What follows belongs to an exercise in optimizing a design on an open flow for small area and few clock cycles; a production flow would make more cautious choices. The RTL was checked by simulation tests, not by an equivalence proof against the original design. No driver is modelled on the clock port, so clocking that relies on it looks cheaper here than on a real chip. Power figures rest on the tool's default switching activity, not on a simulated workload.

Setup of the previous run:
==> flow/design.v (excerpt) <==
module media_box_path_locator_unit
(
  input  wire logic        clk,
  input  wire logic        rst_n,
  input  wire logic        in_valid,
  output logic             in_stall,
  input  wire logic [7:0]  in_data_byte,
  input  wire logic        in_end_of_file,
  output logic             out_valid,
  input  wire logic        out_stall,
  output logic [1:0]       out_result_kind,
  output logic [7:0]       out_payload_byte,
  output logic [31:0]      out_payload_size,
  output logic             out_payload_last,
  input  wire logic        cfg_valid,
  output logic             cfg_ready,
  input  wire logic [1:0]  cfg_index,
  input  wire logic [31:0] cfg_data
);
  logic res_vld, step;
  assign cfg_ready = 1'b1;
  assign out_valid = in_valid && res_vld;
  assign in_stall  = res_vld && out_stall;
  assign step      = in_valid && !in_stall;
  mbpl_core u_core (
    .clk         (clk),
    .rst_n       (rst_n),
    .cfg_we      (cfg_valid && cfg_ready),
    .cfg_index   (cfg_index),
    .cfg_data    (cfg_data),
  ...
export LEC_CHECK = 0
export CAP_MARGIN = 20
export CORE_MARGIN = 2
export CORE_UTILIZATION = 40
export SLEW_MARGIN = 20
create_clock -name core_clock -period 6.0 [get_ports {clk}]
standard.sh (not shown) runs the stock make flow with config.mk's settings and CLKGATE_MAP_FILE= SYNTH_SCRIPT=/design/flow/synth_recipe.tcl, a recipe that flattens the netlist after the stock synthesis.
==> flow/flow/run.sh <==
#!/bin/bash
# Own layout flow: the standard layout (standard.sh, every ORFS step as
# usual) with changes to buffering only:
#  - buffer_ports gives each input and output port the smallest buffer,
#    sky130_fd_sc_hd__buf_1, rather than the tool's own pick;
#  - clock tree synthesis builds the tree from sky130_fd_sc_hd__clkbuf_4
#    and adds no dummy loads; after it, post_cts.tcl makes the root buffer
#    clkbuf_16 and sizes each buffer that drives flip-flops by the number
#    of pins it drives (clkbuf_8 above CLK_BUF_8_ABOVE, clkbuf_16 above
#    CLK_BUF_16_ABOVE), to keep the slew at the flip-flop clock pins low.
# The ORFS logs stay under orfs/logs; make's own output goes to standard.log.
set -euo pipefail
here="$(pwd)"
export BUFFER_PORTS_ARGS="-buffer_cell sky130_fd_sc_hd__buf_1"
export CTS_ARGS="-sink_clustering_enable -repair_clock_nets -dont_use_dummy_load -buf_list sky130_fd_sc_hd__clkbuf_4"
export POST_CTS_TCL="$here/flow/post_cts.tcl"
export CLK_BUF_8_ABOVE=7
export CLK_BUF_16_ABOVE=16
bash standard.sh > standard.log 2>&1
==> flow/flow/post_cts.tcl <==
# After clock tree synthesis: size the clock tree buffers for their loads.
# The tree is built from sky130_fd_sc_hd__clkbuf_4. A buffer that drives
# other clock buffers (the root) becomes clkbuf_16; a buffer that drives
# flip-flops becomes clkbuf_8 above CLK_BUF_8_ABOVE pins and clkbuf_16
# above CLK_BUF_16_ABOVE pins, so that the slew at the flip-flop clock pins
# stays well inside the limit.
set block [ord::get_db_block]
foreach inst [$block getInsts] {
  set master [[$inst getMaster] getName]
  if {![string match "sky130_fd_sc_hd__clkbuf_*" $master]} { continue }
  set out [$inst findITerm X]
  if {$out eq "NULL"} { continue }
  set net [$out getNet]
  if {$net eq "NULL" || [$net getSigType] ne "CLOCK"} { continue }
  set loads 0
  set bufs 0
  foreach it [$net getITerms] {
    if {[$it isOutputSignal]} { continue }
    incr loads
    if {[string match "sky130_fd_sc_hd__clkbuf_*" [[[$it getInst] getMaster] getName]]} { incr bufs }
  }
  if {$bufs > 0} {
    set want sky130_fd_sc_hd__clkbuf_16
  } elseif {$loads > $::env(CLK_BUF_16_ABOVE)} {
    set want sky130_fd_sc_hd__clkbuf_16
  } elseif {$loads > $::env(CLK_BUF_8_ABOVE)} {
    set want sky130_fd_sc_hd__clkbuf_8
  } else {
    set want sky130_fd_sc_hd__clkbuf_4
  }
  if {$want ne $master} {
    puts "post_cts: [$inst getName] drives $loads pins ($bufs buffers): $master -> $want"
    replace_cell [$inst getName] $want
  }
}
detailed_placement
check_placement -verbose
estimate_parasitics -placement
The previous run completed every stage of the flow, and the final layout passed the timing, design-rule and antenna checks.
Testbench counts of the previous run, summed over its fixed seeds: cycles 73,859.
#### Input delta (the current run over the previous run)
diff --git a/flow/flow/run.sh b/flow/flow/run.sh
--- a/flow/flow/run.sh
+++ b/flow/flow/run.sh
@@ -7,4 +7,4 @@
-#    and adds no dummy loads; after it, post_cts.tcl makes the root buffer
-#    clkbuf_16 and sizes each buffer that drives flip-flops by the number
-#    of pins it drives (clkbuf_8 above CLK_BUF_8_ABOVE, clkbuf_16 above
-#    CLK_BUF_16_ABOVE), to keep the slew at the flip-flop clock pins low.
+#    and adds no dummy loads; after it, post_cts.tcl sizes each clock
+#    buffer up by the number of pins it drives (clkbuf_8 above
+#    CLK_BUF_8_ABOVE, clkbuf_16 above CLK_BUF_16_ABOVE), to keep the slew
+#    at the flip-flop clock pins low.
@@ -17 +17 @@
-export CLK_BUF_8_ABOVE=7
+export CLK_BUF_8_ABOVE=9
==> flow/flow/post_cts.tcl <==
# After clock tree synthesis: size each clock tree buffer for the load it
# drives, so that the slew at the flip-flop clock pins stays low without
# making every buffer the largest. A buffer's size follows the number of
# pins its output net feeds.
set block [ord::get_db_block]
foreach inst [$block getInsts] {
  set master [[$inst getMaster] getName]
  if {![string match "sky130_fd_sc_hd__clkbuf_*" $master]} { continue }
  set out [$inst findITerm X]
  if {$out eq "NULL"} { continue }
  set net [$out getNet]
  if {$net eq "NULL" || [$net getSigType] ne "CLOCK"} { continue }
  set loads [expr {[llength [$net getITerms]] - 1}]
  if {$loads > $::env(CLK_BUF_16_ABOVE)} {
    set want sky130_fd_sc_hd__clkbuf_16
  } elseif {$loads > $::env(CLK_BUF_8_ABOVE)} {
    set want sky130_fd_sc_hd__clkbuf_8
  } else {
    set want sky130_fd_sc_hd__clkbuf_4
  }
  if {$want ne $master} {
    puts "post_cts: [$inst getName] drives $loads pins: $master -> $want"
    replace_cell [$inst getName] $want
  }
}
detailed_placement
check_placement -verbose
estimate_parasitics -placement
[summary]
- Comparing the current run and the previous run, the lower post-layout minimum cycle time is on the current run.
- [the current run vs the previous run] total power divided by cell area: lower in the current run
- Looking at portion of total power attributed to the clock network, the current run sits 1.5 points lower than the previous run does.
- Going from the previous run to the current run, internal power summed over all cells lower, global-route usage shows no meaningful change, worst setup slack went up 0.018 ns.
- Against the previous run, peak supply drop in the current run fell slightly.
- Going from the previous run to the current run, layout-stage area growth over the synthesis result decreased 0.33 points, design area now smaller, routed wire length on met3 shows an increase of 1.8%.

-- afterwards: timing with drivers on the ports --
Ports are ideal in the flow. The routed layouts listed here were re-timed in OpenROAD.
Step 1: set_driving_cell puts a clkbuf_16 on clk and a buf_2 on each other input, an assumption about the parent block.
Step 2 also shifts input and output timing later by t, the mid clock arrival at the registers, as if the neighbouring blocks saw the same clock.
Slacks: ideal / step 1 / step 2; pairs: ideal / step 1.
| run | shift t [ns] | setup WS [ns] | latest minus earliest clock arrival (ns) | slew at the worst register clock pin (ns) | cell pins on the clock port's net |
|---|---|---|---|---|---|
| the previous run | 0.424 | 0.565 / 0.565 / 0.339 | 0.040 / 0.040 | 0.10 / 0.10 | 1 |
| the current run | 0.486 | 0.583 / 0.583 / 0.340 | 0.038 / 0.038 | 0.11 / 0.11 | 1 |
After both steps every run listed still meets setup and hold. For the current run, which loses most, drivers alone change the setup slack by 0.000 ns; drivers and shift together by -0.243 ns.
